Source: an optimization exercise on an open RTL-to-GDS flow (aim: small area, a short achievable clock period and few clock cycles per item). Production flows keep margins and buffers that such runs may drop. RTL that was checked went through simulation tests only; none was proved equivalent to the original. Power figures rest on the tool's default switching activity, not on a simulated workload.

==> inputs of job 8452 <==
Design fp_mul_pipe, start of the top module:
module fp_mul_pipe
#(
  parameter int EXP_W = 8,
  parameter int MAN_W = 23,
  localparam int W = 1 + EXP_W + MAN_W
) (
  input  logic         clk,
  input  logic         reset,
  input  logic         in_valid,
  output logic         in_ready,
  input  logic         rnd_mode,
  input  logic [W-1:0] a,
  input  logic [W-1:0] b,
  output logic         out_valid,
  input  logic         out_ready,
  output logic [W-1:0] c,
  output logic         ovf,
  output logic         unf,
  output logic         inv
);
==> flow/config.mk <==
export PLATFORM = sky130hd
export DESIGN_NAME = fp_mul_pipe
export DESIGN_NICKNAME = fp_mul_pipe
export VERILOG_FILES = /design/flow/design.v
export SDC_FILE = /design/flow/constraint.sdc
export NUM_CORES = 4
export LEC_CHECK = 0
export ABC_AREA = 1
export CAP_MARGIN = 20
export CORE_MARGIN = 2
export CORE_UTILIZATION = 55
export CTS_BUF_LIST = sky130_fd_sc_hd__clkbuf_8 sky130_fd_sc_hd__clkbuf_16
export SETUP_SLACK_MARGIN = 3.85
export SLEW_MARGIN = 20
export SYNTH_HIERARCHICAL = 1
export SYNTH_MINIMUM_KEEP_SIZE = 0
==> flow/constraint.sdc <==
create_clock -name core_clock -period 8.5 [get_ports {clk}]
set_input_delay 1.7000 -clock core_clock [delete_from_list [all_inputs] [get_ports {clk}]]
set_output_delay 1.7000 -clock core_clock [all_outputs]
set_load 0.01 [all_outputs]
standard.sh (not shown) runs the stock make flow with config.mk's settings and CLKGATE_MAP_FILE= SYNTH_SCRIPT=/design/flow/synth_recipe.tcl, a recipe that flattens the netlist after the stock synthesis.
==> flow/flow/run.sh <==
#!/bin/bash
# Layout flow: the standard ORFS flow (standard.sh, unchanged synthesis),
# with port buffers of a plain small buffer cell instead of the default
# choice, and timing repair allowed to change cell footprints.
set -euo pipefail
bash standard.sh \
  MATCH_CELL_FOOTPRINT=0 \
  BUFFER_PORTS_ARGS="-buffer_cell sky130_fd_sc_hd__buf_2" \
  finish > standard.log 2>&1
==> job 8151: changes against job 8452 <==
==> flow/flow/run.sh (replaced) <==
#!/bin/bash
# Layout flow: the standard ORFS flow (standard.sh, unchanged synthesis),
# with port buffers of a plain small buffer cell instead of the default
# choice, and timing repair allowed to change cell footprints.
set -euo pipefail
bash standard.sh \
  MATCH_CELL_FOOTPRINT=0 \
  REMOVE_ABC_BUFFERS=1 \
  BUFFER_PORTS_ARGS="-buffer_cell sky130_fd_sc_hd__buf_2" \
  finish > standard.log 2>&1
CORE_UTILIZATION = 40   (was 55)
==> job 2659: changes against job 8452 <==
--- a/flow/design.v
+++ b/flow/design.v
@@ -42,32 +42,56 @@
   output logic         ovf,
   output logic         unf,
   output logic         inv
 );
   logic en, vld1, vld2, vld3;
   logic [22:0] am, bm;
   logic s0, m0, inv0, zero0, vld0;
   logic [9:0] e0;
+  logic bo0;
+  logic bt0;
+  logic bo1;
+  logic bt1;
+  logic bo2;
+  logic bt2;
+  logic bo3;
+  logic bt3;
+  logic bo4;
+  logic bt4;
+  logic bo5;
+  logic bt5;
+  logic bo6;
+  logic bt6;
+  logic bo7;
+  logic bt7;
+  logic bo8;
+  logic bt8;
+  logic bo9;
+  logic bt9;
+  logic bo10;
+  logic bt10;
+  logic bo11;
+  logic bt11;
   assign en       = !vld2 | out_ready;
   assign in_ready = en;
   assign out_valid = vld2;
   always_ff @(posedge clk) begin
     if (reset) begin
       vld1 <= 1'b0;
       vld2 <= 1'b0;
       vld3 <= 1'b0;
     end else if (en) begin
       vld1 <= vld0;
       vld2 <= vld1;
       vld3 <= vld2;
     end
   end
-  logic bo0;
-  logic bt0;
+  logic bo0_d;
+  logic bt0_d;
   logic bn0;
   logic pp1;
   logic pp2;
   logic pp3;
   logic pp4;
   logic pp5;
   logic pp6;
   logic pp7;
@@ -85,18 +109,18 @@
   logic pp19;
   logic pp20;
   logic pp21;
   logic pp22;
   logic pp23;
   logic pp24;
   logic pp25;
   logic ns26;
-  logic bo1;
-  logic bt1;
+  logic bo1_d;
+  logic bt1_d;
   logic bn1;
   logic pp27;
   logic pp28;
   logic pp29;
   logic pp30;
   logic pp31;
   logic pp32;
   logic pp33;
@@ -114,18 +138,18 @@
   logic pp45;
   logic pp46;
   logic pp47;
   logic pp48;
   logic pp49;
   logic pp50;
   logic pp51;
   logic ns52;
-  logic bo2;
-  logic bt2;
+  logic bo2_d;
+  logic bt2_d;
   logic bn2;
   logic pp53;
   logic pp54;
   logic pp55;
   logic pp56;
   logic pp57;
   logic pp58;
   logic pp59;
@@ -143,18 +167,18 @@
   logic pp71;
   logic pp72;
   logic pp73;
   logic pp74;
   logic pp75;
   logic pp76;
   logic pp77;
   logic ns78;
-  logic bo3;
-  logic bt3;
+  logic bo3_d;
+  logic bt3_d;
   logic bn3;
   logic pp79;
   logic pp80;
   logic pp81;
   logic pp82;
   logic pp83;
   logic pp84;
   logic pp85;
@@ -172,18 +196,18 @@
   logic pp97;
   logic pp98;
   logic pp99;
   logic pp100;
   logic pp101;
   logic pp102;
   logic pp103;
   logic ns104;
-  logic bo4;
-  logic bt4;
+  logic bo4_d;
+  logic bt4_d;
   logic bn4;
   logic pp105;
   logic pp106;
   logic pp107;
   logic pp108;
   logic pp109;
   logic pp110;
   logic pp111;
@@ -201,18 +225,18 @@
   logic pp123;
   logic pp124;
   logic pp125;
   logic pp126;
   logic pp127;
   logic pp128;
   logic pp129;
   logic ns130;
-  logic bo5;
-  logic bt5;
+  logic bo5_d;
+  logic bt5_d;
   logic bn5;
   logic pp131;
   logic pp132;
   logic pp133;
   logic pp134;
   logic pp135;
   logic pp136;
   logic pp137;
@@ -230,18 +254,18 @@
   logic pp149;
   logic pp150;
   logic pp151;
   logic pp152;
   logic pp153;
   logic pp154;
   logic pp155;
   logic ns156;
-  logic bo6;
-  logic bt6;
+  logic bo6_d;
+  logic bt6_d;
   logic bn6;
   logic pp157;
   logic pp158;
   logic pp159;
   logic pp160;
   logic pp161;
   logic pp162;
   logic pp163;
@@ -259,18 +283,18 @@
   logic pp175;
   logic pp176;
   logic pp177;
   logic pp178;
   logic pp179;
   logic pp180;
   logic pp181;
   logic ns182;
-  logic bo7;
-  logic bt7;
+  logic bo7_d;
+  logic bt7_d;
   logic bn7;
   logic pp183;
   logic pp184;
   logic pp185;
   logic pp186;
   logic pp187;
   logic pp188;
   logic pp189;
@@ -288,18 +312,18 @@
   logic pp201;
   logic pp202;
   logic pp203;
   logic pp204;
   logic pp205;
   logic pp206;
   logic pp207;
   logic ns208;
-  logic bo8;
-  logic bt8;
+  logic bo8_d;
+  logic bt8_d;
   logic bn8;
   logic pp209;
   logic pp210;
   logic pp211;
   logic pp212;
   logic pp213;
   logic pp214;
   logic pp215;
@@ -317,18 +341,18 @@
   logic pp227;
   logic pp228;
   logic pp229;
   logic pp230;
   logic pp231;
   logic pp232;
   logic pp233;
   logic ns234;
-  logic bo9;
-  logic bt9;
+  logic bo9_d;
+  logic bt9_d;
   logic bn9;
   logic pp235;
   logic pp236;
   logic pp237;
   logic pp238;
   logic pp239;
   logic pp240;
   logic pp241;
@@ -346,18 +370,18 @@
   logic pp253;
   logic pp254;
   logic pp255;
   logic pp256;
   logic pp257;
   logic pp258;
   logic pp259;
   logic ns260;
-  logic bo10;
-  logic bt10;
+  logic bo10_d;
+  logic bt10_d;
   logic bn10;
   logic pp261;
   logic pp262;
   logic pp263;
   logic pp264;
   logic pp265;
   logic pp266;
   logic pp267;
@@ -375,18 +399,18 @@
   logic pp279;
   logic pp280;
   logic pp281;
   logic pp282;
   logic pp283;
   logic pp284;
   logic pp285;
   logic ns286;
-  logic bo11;
-  logic bt11;
+  logic bo11_d;
+  logic bt11_d;
   logic bn11;
   logic pp287;
   logic pp288;
   logic pp289;
   logic pp290;
   logic pp291;
   logic pp292;
   logic pp293;
@@ -1165,18 +1189,40 @@
   logic r1_44_1;
   logic r1_45_0;
   logic r1_45_1;
   logic r1_46_0;
   logic r1_46_1;
   logic r1_47_0;
   logic r1_47_1;
   logic r1_48_0;
-  assign bo0 = bm[0] ^ 1'b0;
-  assign bt0 = (bm[1] & ~bm[0] & ~1'b0) | (~bm[1] & bm[0] & 1'b0);
+  assign bo0_d = b[0] ^ 1'b0;
+  assign bt0_d = (b[1] & ~b[0] & ~1'b0) | (~b[1] & b[0] & 1'b0);
+  assign bo1_d = b[2] ^ b[1];
+  assign bt1_d = (b[3] & ~b[2] & ~b[1]) | (~b[3] & b[2] & b[1]);
+  assign bo2_d = b[4] ^ b[3];
+  assign bt2_d = (b[5] & ~b[4] & ~b[3]) | (~b[5] & b[4] & b[3]);
+  assign bo3_d = b[6] ^ b[5];
+  assign bt3_d = (b[7] & ~b[6] & ~b[5]) | (~b[7] & b[6] & b[5]);
+  assign bo4_d = b[8] ^ b[7];
+  assign bt4_d = (b[9] & ~b[8] & ~b[7]) | (~b[9] & b[8] & b[7]);
+  assign bo5_d = b[10] ^ b[9];
+  assign bt5_d = (b[11] & ~b[10] & ~b[9]) | (~b[11] & b[10] & b[9]);
+  assign bo6_d = b[12] ^ b[11];
+  assign bt6_d = (b[13] & ~b[12] & ~b[11]) | (~b[13] & b[12] & b[11]);
+  assign bo7_d = b[14] ^ b[13];
+  assign bt7_d = (b[15] & ~b[14] & ~b[13]) | (~b[15] & b[14] & b[13]);
+  assign bo8_d = b[16] ^ b[15];
+  assign bt8_d = (b[17] & ~b[16] & ~b[15]) | (~b[17] & b[16] & b[15]);
+  assign bo9_d = b[18] ^ b[17];
+  assign bt9_d = (b[19] & ~b[18] & ~b[17]) | (~b[19] & b[18] & b[17]);
+  assign bo10_d = b[20] ^ b[19];
+  assign bt10_d = (b[21] & ~b[20] & ~b[19]) | (~b[21] & b[20] & b[19]);
+  assign bo11_d = b[22] ^ b[21];
+  assign bt11_d = (1'b1 & ~b[22] & ~b[21]) | (~1'b1 & b[22] & b[21]);
   assign bn0 = bm[1];
   assign pp1 = ((bo0 & am[0])) ^ bn0;
   assign pp2 = ((bo0 & am[1]) | (bt0 & am[0])) ^ bn0;
   assign pp3 = ((bo0 & am[2]) | (bt0 & am[1])) ^ bn0;
   assign pp4 = ((bo0 & am[3]) | (bt0 & am[2])) ^ bn0;
   assign pp5 = ((bo0 & am[4]) | (bt0 & am[3])) ^ bn0;
   assign pp6 = ((bo0 & am[5]) | (bt0 & am[4])) ^ bn0;
   assign pp7 = ((bo0 & am[6]) | (bt0 & am[5])) ^ bn0;
@@ -1194,18 +1240,16 @@
   assign pp19 = ((bo0 & am[18]) | (bt0 & am[17])) ^ bn0;
   assign pp20 = ((bo0 & am[19]) | (bt0 & am[18])) ^ bn0;
   assign pp21 = ((bo0 & am[20]) | (bt0 & am[19])) ^ bn0;
   assign pp22 = ((bo0 & am[21]) | (bt0 & am[20])) ^ bn0;
   assign pp23 = ((bo0 & am[22]) | (bt0 & am[21])) ^ bn0;
   assign pp24 = ((bo0 & 1'b1) | (bt0 & am[22])) ^ bn0;
   assign pp25 = ((bt0 & 1'b1)) ^ bn0;
   assign ns26 = ~bn0;
-  assign bo1 = bm[2] ^ bm[1];
-  assign bt1 = (bm[3] & ~bm[2] & ~bm[1]) | (~bm[3] & bm[2] & bm[1]);
   assign bn1 = bm[3];
   assign pp27 = ((bo1 & am[0])) ^ bn1;
   assign pp28 = ((bo1 & am[1]) | (bt1 & am[0])) ^ bn1;
   assign pp29 = ((bo1 & am[2]) | (bt1 & am[1])) ^ bn1;
   assign pp30 = ((bo1 & am[3]) | (bt1 & am[2])) ^ bn1;
   assign pp31 = ((bo1 & am[4]) | (bt1 & am[3])) ^ bn1;
   assign pp32 = ((bo1 & am[5]) | (bt1 & am[4])) ^ bn1;
   assign pp33 = ((bo1 & am[6]) | (bt1 & am[5])) ^ bn1;
@@ -1223,18 +1267,16 @@
   assign pp45 = ((bo1 & am[18]) | (bt1 & am[17])) ^ bn1;
   assign pp46 = ((bo1 & am[19]) | (bt1 & am[18])) ^ bn1;
   assign pp47 = ((bo1 & am[20]) | (bt1 & am[19])) ^ bn1;
   assign pp48 = ((bo1 & am[21]) | (bt1 & am[20])) ^ bn1;
   assign pp49 = ((bo1 & am[22]) | (bt1 & am[21])) ^ bn1;
   assign pp50 = ((bo1 & 1'b1) | (bt1 & am[22])) ^ bn1;
   assign pp51 = ((bt1 & 1'b1)) ^ bn1;
   assign ns52 = ~bn1;
-  assign bo2 = bm[4] ^ bm[3];
-  assign bt2 = (bm[5] & ~bm[4] & ~bm[3]) | (~bm[5] & bm[4] & bm[3]);
   assign bn2 = bm[5];
   assign pp53 = ((bo2 & am[0])) ^ bn2;
   assign pp54 = ((bo2 & am[1]) | (bt2 & am[0])) ^ bn2;
   assign pp55 = ((bo2 & am[2]) | (bt2 & am[1])) ^ bn2;
   assign pp56 = ((bo2 & am[3]) | (bt2 & am[2])) ^ bn2;
   assign pp57 = ((bo2 & am[4]) | (bt2 & am[3])) ^ bn2;
   assign pp58 = ((bo2 & am[5]) | (bt2 & am[4])) ^ bn2;
   assign pp59 = ((bo2 & am[6]) | (bt2 & am[5])) ^ bn2;
@@ -1252,18 +1294,16 @@
   assign pp71 = ((bo2 & am[18]) | (bt2 & am[17])) ^ bn2;
   assign pp72 = ((bo2 & am[19]) | (bt2 & am[18])) ^ bn2;
   assign pp73 = ((bo2 & am[20]) | (bt2 & am[19])) ^ bn2;
   assign pp74 = ((bo2 & am[21]) | (bt2 & am[20])) ^ bn2;
   assign pp75 = ((bo2 & am[22]) | (bt2 & am[21])) ^ bn2;
   assign pp76 = ((bo2 & 1'b1) | (bt2 & am[22])) ^ bn2;
   assign pp77 = ((bt2 & 1'b1)) ^ bn2;
   assign ns78 = ~bn2;
-  assign bo3 = bm[6] ^ bm[5];
-  assign bt3 = (bm[7] & ~bm[6] & ~bm[5]) | (~bm[7] & bm[6] & bm[5]);
   assign bn3 = bm[7];
   assign pp79 = ((bo3 & am[0])) ^ bn3;
   assign pp80 = ((bo3 & am[1]) | (bt3 & am[0])) ^ bn3;
   assign pp81 = ((bo3 & am[2]) | (bt3 & am[1])) ^ bn3;
   assign pp82 = ((bo3 & am[3]) | (bt3 & am[2])) ^ bn3;
   assign pp83 = ((bo3 & am[4]) | (bt3 & am[3])) ^ bn3;
   assign pp84 = ((bo3 & am[5]) | (bt3 & am[4])) ^ bn3;
   assign pp85 = ((bo3 & am[6]) | (bt3 & am[5])) ^ bn3;
@@ -1281,18 +1321,16 @@
   assign pp97 = ((bo3 & am[18]) | (bt3 & am[17])) ^ bn3;
   assign pp98 = ((bo3 & am[19]) | (bt3 & am[18])) ^ bn3;
   assign pp99 = ((bo3 & am[20]) | (bt3 & am[19])) ^ bn3;
   assign pp100 = ((bo3 & am[21]) | (bt3 & am[20])) ^ bn3;
   assign pp101 = ((bo3 & am[22]) | (bt3 & am[21])) ^ bn3;
   assign pp102 = ((bo3 & 1'b1) | (bt3 & am[22])) ^ bn3;
   assign pp103 = ((bt3 & 1'b1)) ^ bn3;
   assign ns104 = ~bn3;
-  assign bo4 = bm[8] ^ bm[7];
-  assign bt4 = (bm[9] & ~bm[8] & ~bm[7]) | (~bm[9] & bm[8] & bm[7]);
   assign bn4 = bm[9];
   assign pp105 = ((bo4 & am[0])) ^ bn4;
   assign pp106 = ((bo4 & am[1]) | (bt4 & am[0])) ^ bn4;
   assign pp107 = ((bo4 & am[2]) | (bt4 & am[1])) ^ bn4;
   assign pp108 = ((bo4 & am[3]) | (bt4 & am[2])) ^ bn4;
   assign pp109 = ((bo4 & am[4]) | (bt4 & am[3])) ^ bn4;
   assign pp110 = ((bo4 & am[5]) | (bt4 & am[4])) ^ bn4;
   assign pp111 = ((bo4 & am[6]) | (bt4 & am[5])) ^ bn4;
@@ -1310,18 +1348,16 @@
   assign pp123 = ((bo4 & am[18]) | (bt4 & am[17])) ^ bn4;
   assign pp124 = ((bo4 & am[19]) | (bt4 & am[18])) ^ bn4;
   assign pp125 = ((bo4 & am[20]) | (bt4 & am[19])) ^ bn4;
   assign pp126 = ((bo4 & am[21]) | (bt4 & am[20])) ^ bn4;
   assign pp127 = ((bo4 & am[22]) | (bt4 & am[21])) ^ bn4;
   assign pp128 = ((bo4 & 1'b1) | (bt4 & am[22])) ^ bn4;
   assign pp129 = ((bt4 & 1'b1)) ^ bn4;
   assign ns130 = ~bn4;
-  assign bo5 = bm[10] ^ bm[9];
-  assign bt5 = (bm[11] & ~bm[10] & ~bm[9]) | (~bm[11] & bm[10] & bm[9]);
   assign bn5 = bm[11];
   assign pp131 = ((bo5 & am[0])) ^ bn5;
   assign pp132 = ((bo5 & am[1]) | (bt5 & am[0])) ^ bn5;
   assign pp133 = ((bo5 & am[2]) | (bt5 & am[1])) ^ bn5;
   assign pp134 = ((bo5 & am[3]) | (bt5 & am[2])) ^ bn5;
   assign pp135 = ((bo5 & am[4]) | (bt5 & am[3])) ^ bn5;
   assign pp136 = ((bo5 & am[5]) | (bt5 & am[4])) ^ bn5;
   assign pp137 = ((bo5 & am[6]) | (bt5 & am[5])) ^ bn5;
@@ -1339,18 +1375,16 @@
   assign pp149 = ((bo5 & am[18]) | (bt5 & am[17])) ^ bn5;
   assign pp150 = ((bo5 & am[19]) | (bt5 & am[18])) ^ bn5;
   assign pp151 = ((bo5 & am[20]) | (bt5 & am[19])) ^ bn5;
   assign pp152 = ((bo5 & am[21]) | (bt5 & am[20])) ^ bn5;
   assign pp153 = ((bo5 & am[22]) | (bt5 & am[21])) ^ bn5;
   assign pp154 = ((bo5 & 1'b1) | (bt5 & am[22])) ^ bn5;
   assign pp155 = ((bt5 & 1'b1)) ^ bn5;
   assign ns156 = ~bn5;
-  assign bo6 = bm[12] ^ bm[11];
-  assign bt6 = (bm[13] & ~bm[12] & ~bm[11]) | (~bm[13] & bm[12] & bm[11]);
   assign bn6 = bm[13];
   assign pp157 = ((bo6 & am[0])) ^ bn6;
   assign pp158 = ((bo6 & am[1]) | (bt6 & am[0])) ^ bn6;
   assign pp159 = ((bo6 & am[2]) | (bt6 & am[1])) ^ bn6;
   assign pp160 = ((bo6 & am[3]) | (bt6 & am[2])) ^ bn6;
   assign pp161 = ((bo6 & am[4]) | (bt6 & am[3])) ^ bn6;
   assign pp162 = ((bo6 & am[5]) | (bt6 & am[4])) ^ bn6;
   assign pp163 = ((bo6 & am[6]) | (bt6 & am[5])) ^ bn6;
@@ -1368,18 +1402,16 @@
   assign pp175 = ((bo6 & am[18]) | (bt6 & am[17])) ^ bn6;
   assign pp176 = ((bo6 & am[19]) | (bt6 & am[18])) ^ bn6;
   assign pp177 = ((bo6 & am[20]) | (bt6 & am[19])) ^ bn6;
   assign pp178 = ((bo6 & am[21]) | (bt6 & am[20])) ^ bn6;
   assign pp179 = ((bo6 & am[22]) | (bt6 & am[21])) ^ bn6;
   assign pp180 = ((bo6 & 1'b1) | (bt6 & am[22])) ^ bn6;
   assign pp181 = ((bt6 & 1'b1)) ^ bn6;
   assign ns182 = ~bn6;
-  assign bo7 = bm[14] ^ bm[13];
-  assign bt7 = (bm[15] & ~bm[14] & ~bm[13]) | (~bm[15] & bm[14] & bm[13]);
   assign bn7 = bm[15];
   assign pp183 = ((bo7 & am[0])) ^ bn7;
   assign pp184 = ((bo7 & am[1]) | (bt7 & am[0])) ^ bn7;
   assign pp185 = ((bo7 & am[2]) | (bt7 & am[1])) ^ bn7;
   assign pp186 = ((bo7 & am[3]) | (bt7 & am[2])) ^ bn7;
   assign pp187 = ((bo7 & am[4]) | (bt7 & am[3])) ^ bn7;
   assign pp188 = ((bo7 & am[5]) | (bt7 & am[4])) ^ bn7;
   assign pp189 = ((bo7 & am[6]) | (bt7 & am[5])) ^ bn7;
@@ -1397,18 +1429,16 @@
   assign pp201 = ((bo7 & am[18]) | (bt7 & am[17])) ^ bn7;
   assign pp202 = ((bo7 & am[19]) | (bt7 & am[18])) ^ bn7;
   assign pp203 = ((bo7 & am[20]) | (bt7 & am[19])) ^ bn7;
   assign pp204 = ((bo7 & am[21]) | (bt7 & am[20])) ^ bn7;
   assign pp205 = ((bo7 & am[22]) | (bt7 & am[21])) ^ bn7;
   assign pp206 = ((bo7 & 1'b1) | (bt7 & am[22])) ^ bn7;
   assign pp207 = ((bt7 & 1'b1)) ^ bn7;
   assign ns208 = ~bn7;
-  assign bo8 = bm[16] ^ bm[15];
-  assign bt8 = (bm[17] & ~bm[16] & ~bm[15]) | (~bm[17] & bm[16] & bm[15]);
   assign bn8 = bm[17];
   assign pp209 = ((bo8 & am[0])) ^ bn8;
   assign pp210 = ((bo8 & am[1]) | (bt8 & am[0])) ^ bn8;
   assign pp211 = ((bo8 & am[2]) | (bt8 & am[1])) ^ bn8;
   assign pp212 = ((bo8 & am[3]) | (bt8 & am[2])) ^ bn8;
   assign pp213 = ((bo8 & am[4]) | (bt8 & am[3])) ^ bn8;
   assign pp214 = ((bo8 & am[5]) | (bt8 & am[4])) ^ bn8;
   assign pp215 = ((bo8 & am[6]) | (bt8 & am[5])) ^ bn8;
@@ -1426,18 +1456,16 @@
   assign pp227 = ((bo8 & am[18]) | (bt8 & am[17])) ^ bn8;
   assign pp228 = ((bo8 & am[19]) | (bt8 & am[18])) ^ bn8;
   assign pp229 = ((bo8 & am[20]) | (bt8 & am[19])) ^ bn8;
   assign pp230 = ((bo8 & am[21]) | (bt8 & am[20])) ^ bn8;
   assign pp231 = ((bo8 & am[22]) | (bt8 & am[21])) ^ bn8;
   assign pp232 = ((bo8 & 1'b1) | (bt8 & am[22])) ^ bn8;
   assign pp233 = ((bt8 & 1'b1)) ^ bn8;
   assign ns234 = ~bn8;
-  assign bo9 = bm[18] ^ bm[17];
-  assign bt9 = (bm[19] & ~bm[18] & ~bm[17]) | (~bm[19] & bm[18] & bm[17]);
   assign bn9 = bm[19];
   assign pp235 = ((bo9 & am[0])) ^ bn9;
   assign pp236 = ((bo9 & am[1]) | (bt9 & am[0])) ^ bn9;
   assign pp237 = ((bo9 & am[2]) | (bt9 & am[1])) ^ bn9;
   assign pp238 = ((bo9 & am[3]) | (bt9 & am[2])) ^ bn9;
   assign pp239 = ((bo9 & am[4]) | (bt9 & am[3])) ^ bn9;
   assign pp240 = ((bo9 & am[5]) | (bt9 & am[4])) ^ bn9;
   assign pp241 = ((bo9 & am[6]) | (bt9 & am[5])) ^ bn9;
@@ -1455,18 +1483,16 @@
   assign pp253 = ((bo9 & am[18]) | (bt9 & am[17])) ^ bn9;
   assign pp254 = ((bo9 & am[19]) | (bt9 & am[18])) ^ bn9;
   assign pp255 = ((bo9 & am[20]) | (bt9 & am[19])) ^ bn9;
   assign pp256 = ((bo9 & am[21]) | (bt9 & am[20])) ^ bn9;
   assign pp257 = ((bo9 & am[22]) | (bt9 & am[21])) ^ bn9;
   assign pp258 = ((bo9 & 1'b1) | (bt9 & am[22])) ^ bn9;
   assign pp259 = ((bt9 & 1'b1)) ^ bn9;
   assign ns260 = ~bn9;
-  assign bo10 = bm[20] ^ bm[19];
-  assign bt10 = (bm[21] & ~bm[20] & ~bm[19]) | (~bm[21] & bm[20] & bm[19]);
   assign bn10 = bm[21];
   assign pp261 = ((bo10 & am[0])) ^ bn10;
   assign pp262 = ((bo10 & am[1]) | (bt10 & am[0])) ^ bn10;
   assign pp263 = ((bo10 & am[2]) | (bt10 & am[1])) ^ bn10;
   assign pp264 = ((bo10 & am[3]) | (bt10 & am[2])) ^ bn10;
   assign pp265 = ((bo10 & am[4]) | (bt10 & am[3])) ^ bn10;
   assign pp266 = ((bo10 & am[5]) | (bt10 & am[4])) ^ bn10;
   assign pp267 = ((bo10 & am[6]) | (bt10 & am[5])) ^ bn10;
@@ -1484,18 +1510,16 @@
   assign pp279 = ((bo10 & am[18]) | (bt10 & am[17])) ^ bn10;
   assign pp280 = ((bo10 & am[19]) | (bt10 & am[18])) ^ bn10;
   assign pp281 = ((bo10 & am[20]) | (bt10 & am[19])) ^ bn10;
   assign pp282 = ((bo10 & am[21]) | (bt10 & am[20])) ^ bn10;
   assign pp283 = ((bo10 & am[22]) | (bt10 & am[21])) ^ bn10;
   assign pp284 = ((bo10 & 1'b1) | (bt10 & am[22])) ^ bn10;
   assign pp285 = ((bt10 & 1'b1)) ^ bn10;
   assign ns286 = ~bn10;
-  assign bo11 = bm[22] ^ bm[21];
-  assign bt11 = (1'b1 & ~bm[22] & ~bm[21]) | (~1'b1 & bm[22] & bm[21]);
   assign bn11 = 1'b1;
   assign pp287 = ((bo11 & am[0])) ^ bn11;
   assign pp288 = ((bo11 & am[1]) | (bt11 & am[0])) ^ bn11;
   assign pp289 = ((bo11 & am[2]) | (bt11 & am[1])) ^ bn11;
   assign pp290 = ((bo11 & am[3]) | (bt11 & am[2])) ^ bn11;
   assign pp291 = ((bo11 & am[4]) | (bt11 & am[3])) ^ bn11;
   assign pp292 = ((bo11 & am[5]) | (bt11 & am[4])) ^ bn11;
   assign pp293 = ((bo11 & am[6]) | (bt11 & am[5])) ^ bn11;
@@ -1913,16 +1937,40 @@
   end
   always_ff @(posedge clk) if (en) begin
     am <= a[22:0]; bm <= b[22:0];
     s0 <= a[31] ^ b[31]; m0 <= rnd_mode;
     inv0 <= (&a[30:23]) | (&b[30:23]);
     zero0 <= ~(|a[30:23]) | ~(|b[30:23]);
     e0 <= eb_s;
     st0 <= st_d;
+    bo0 <= bo0_d;
+    bt0 <= bt0_d;
+    bo1 <= bo1_d;
+    bt1 <= bt1_d;
+    bo2 <= bo2_d;
+    bt2 <= bt2_d;
+    bo3 <= bo3_d;
+    bt3 <= bt3_d;
+    bo4 <= bo4_d;
+    bt4 <= bt4_d;
+    bo5 <= bo5_d;
+    bt5 <= bt5_d;
+    bo6 <= bo6_d;
+    bt6 <= bt6_d;
+    bo7 <= bo7_d;
+    bt7 <= bt7_d;
+    bo8 <= bo8_d;
+    bt8 <= bt8_d;
+    bo9 <= bo9_d;
+    bt9 <= bt9_d;
+    bo10 <= bo10_d;
+    bt10 <= bt10_d;
+    bo11 <= bo11_d;
+    bt11 <= bt11_d;
   end
   logic s1, m1, inv1, zero1;
   logic [9:0] e1;
   always_ff @(posedge clk) begin
     if (en) begin
       s1    <= s0;
       m1    <= m0;
       inv1  <= inv0;
CORE_UTILIZATION = 40   (was 55)
SETUP_SLACK_MARGIN = 4.0   (was 3.85)
==> job 1806: changes against job 8452 <==
CORE_UTILIZATION = 40   (was 55)
==> comparison <==
Final cell count: job 2659 is higher than job 1806 (about 3%).
Against job 1806, the sequential power of job 2659 is larger by about 4%.
Fmax, highest first: job 2659, job 1806, job 8151, job 8452.
Of job 8452 and job 8151, job 8151 has the higher die area (gap 27%, measured against job 8151).
Of job 8151 and job 1806, job 1806 has the higher worst setup slack (gap 0.031 ns).
Design area: job 2659 > job 8151 > job 1806 > job 8452.
Core utilization: job 2659 < job 1806 < job 8151 < job 8452.
Via count is about the same in job 8151 and job 1806.
Against job 8452, the sequential cell count of job 2659 is higher by 12.
==> figures <==
quantity                                                                            job 2659         job 1806         job 8452           job 8151
Top fanout value on the critical path                                                     12               24               24                 27
Number of optimization iterations in the first detailed-route pass                         5                6                8                  6
Met2 demand-to-capacity share in global routing                                        33.2%            32.4%            45.6%              34.5%
Clock group power                                                                   0.776 mW         0.819 mW         0.800 mW           0.842 mW
Total Nets Final                                                                        2547             2473             2482               2477
Final cell utilization of the core                                                     44.3%            44.7%            60.6%              44.8%
Fraction of standard cell area that is sequential                                      24.6%            23.3%            23.7%              23.3%
Register area share after synthesis                                                    26.9%            25.8%            25.8%              25.8%
Capture point of the worst reg-to-reg path                                 r1_26_1$_DFFE_PP_  r1_lc$_DFFE_PP_  r1_lc$_DFFE_PP_  r1_36_1$_DFFE_PP_
Total half-perimeter wirelength after legalization and detailed placement            41.0 mm          40.8 mm          39.5 mm            40.7 mm
Status                                                              timing/DRC/antenna clean  timing/DRC/antenna clean  timing/DRC/antenna clean  timing/DRC/antenna clean
Number of instances in the placed design                                                2751             2669             2470               2672
Stages on worst setup path                                                                 8               12               12                 10
Final design area excluding fillers                                              22700 sq um      22400 sq um      22100 sq um        22400 sq um
Total wire length                                                                    56.9 mm          56.1 mm          55.0 mm            57.7 mm
Maximum clock skew at final layout                                                 0.0213 ns        0.0250 ns        0.0284 ns          0.0236 ns
Xor/xnor share of the synthesized area                                                 13.1%            13.3%            13.3%              13.3%
Complex-gate fraction of the synthesized area                                          10.7%            10.8%            10.8%              10.8%
Post-synth top area share                                                              26.6%            26.2%            26.2%              26.2%
Number of diodes                                                                           0                0                1                  1
Testbench counts of job 2659, summed over its fixed seeds: cycles 16,024, items 16,000.
The RTL of job 8452, job 8151 and job 1806 was laid out without a check of its function.

[what the ideal ports hide]
Ports are ideal in the flow. The routed layouts listed here were re-timed in OpenROAD. Step 1: set_driving_cell puts a clkbuf_16 on clk and a buf_2 on each other input, an assumption about the parent block. Step 2 times the ports against the registers' clock, not the clock port: input delays grow and output delays shrink by t, the midpoint of the rising clock arrivals with the driver on. Three values: ideal ports, drivers, drivers and shift; two values: the first two.
run	t (ns)	slack for setup (ns)	worst hold slack (ns)
job 8452	0.505	3.880 / 3.880 / 3.880	0.417 / 0.417 / 0.417
job 8151	0.544	3.908 / 3.908 / 3.908	0.420 / 0.420 / 0.420
job 2659	0.540	4.104 / 4.104 / 3.939	0.413 / 0.413 / 0.413
job 1806	0.535	3.939 / 3.939 / 3.939	0.421 / 0.421 / 0.421
After both steps every run listed still meets setup and hold. The setup slack of job 2659, which loses most, moves by 0.000 ns with the drivers and by -0.165 ns with both steps.
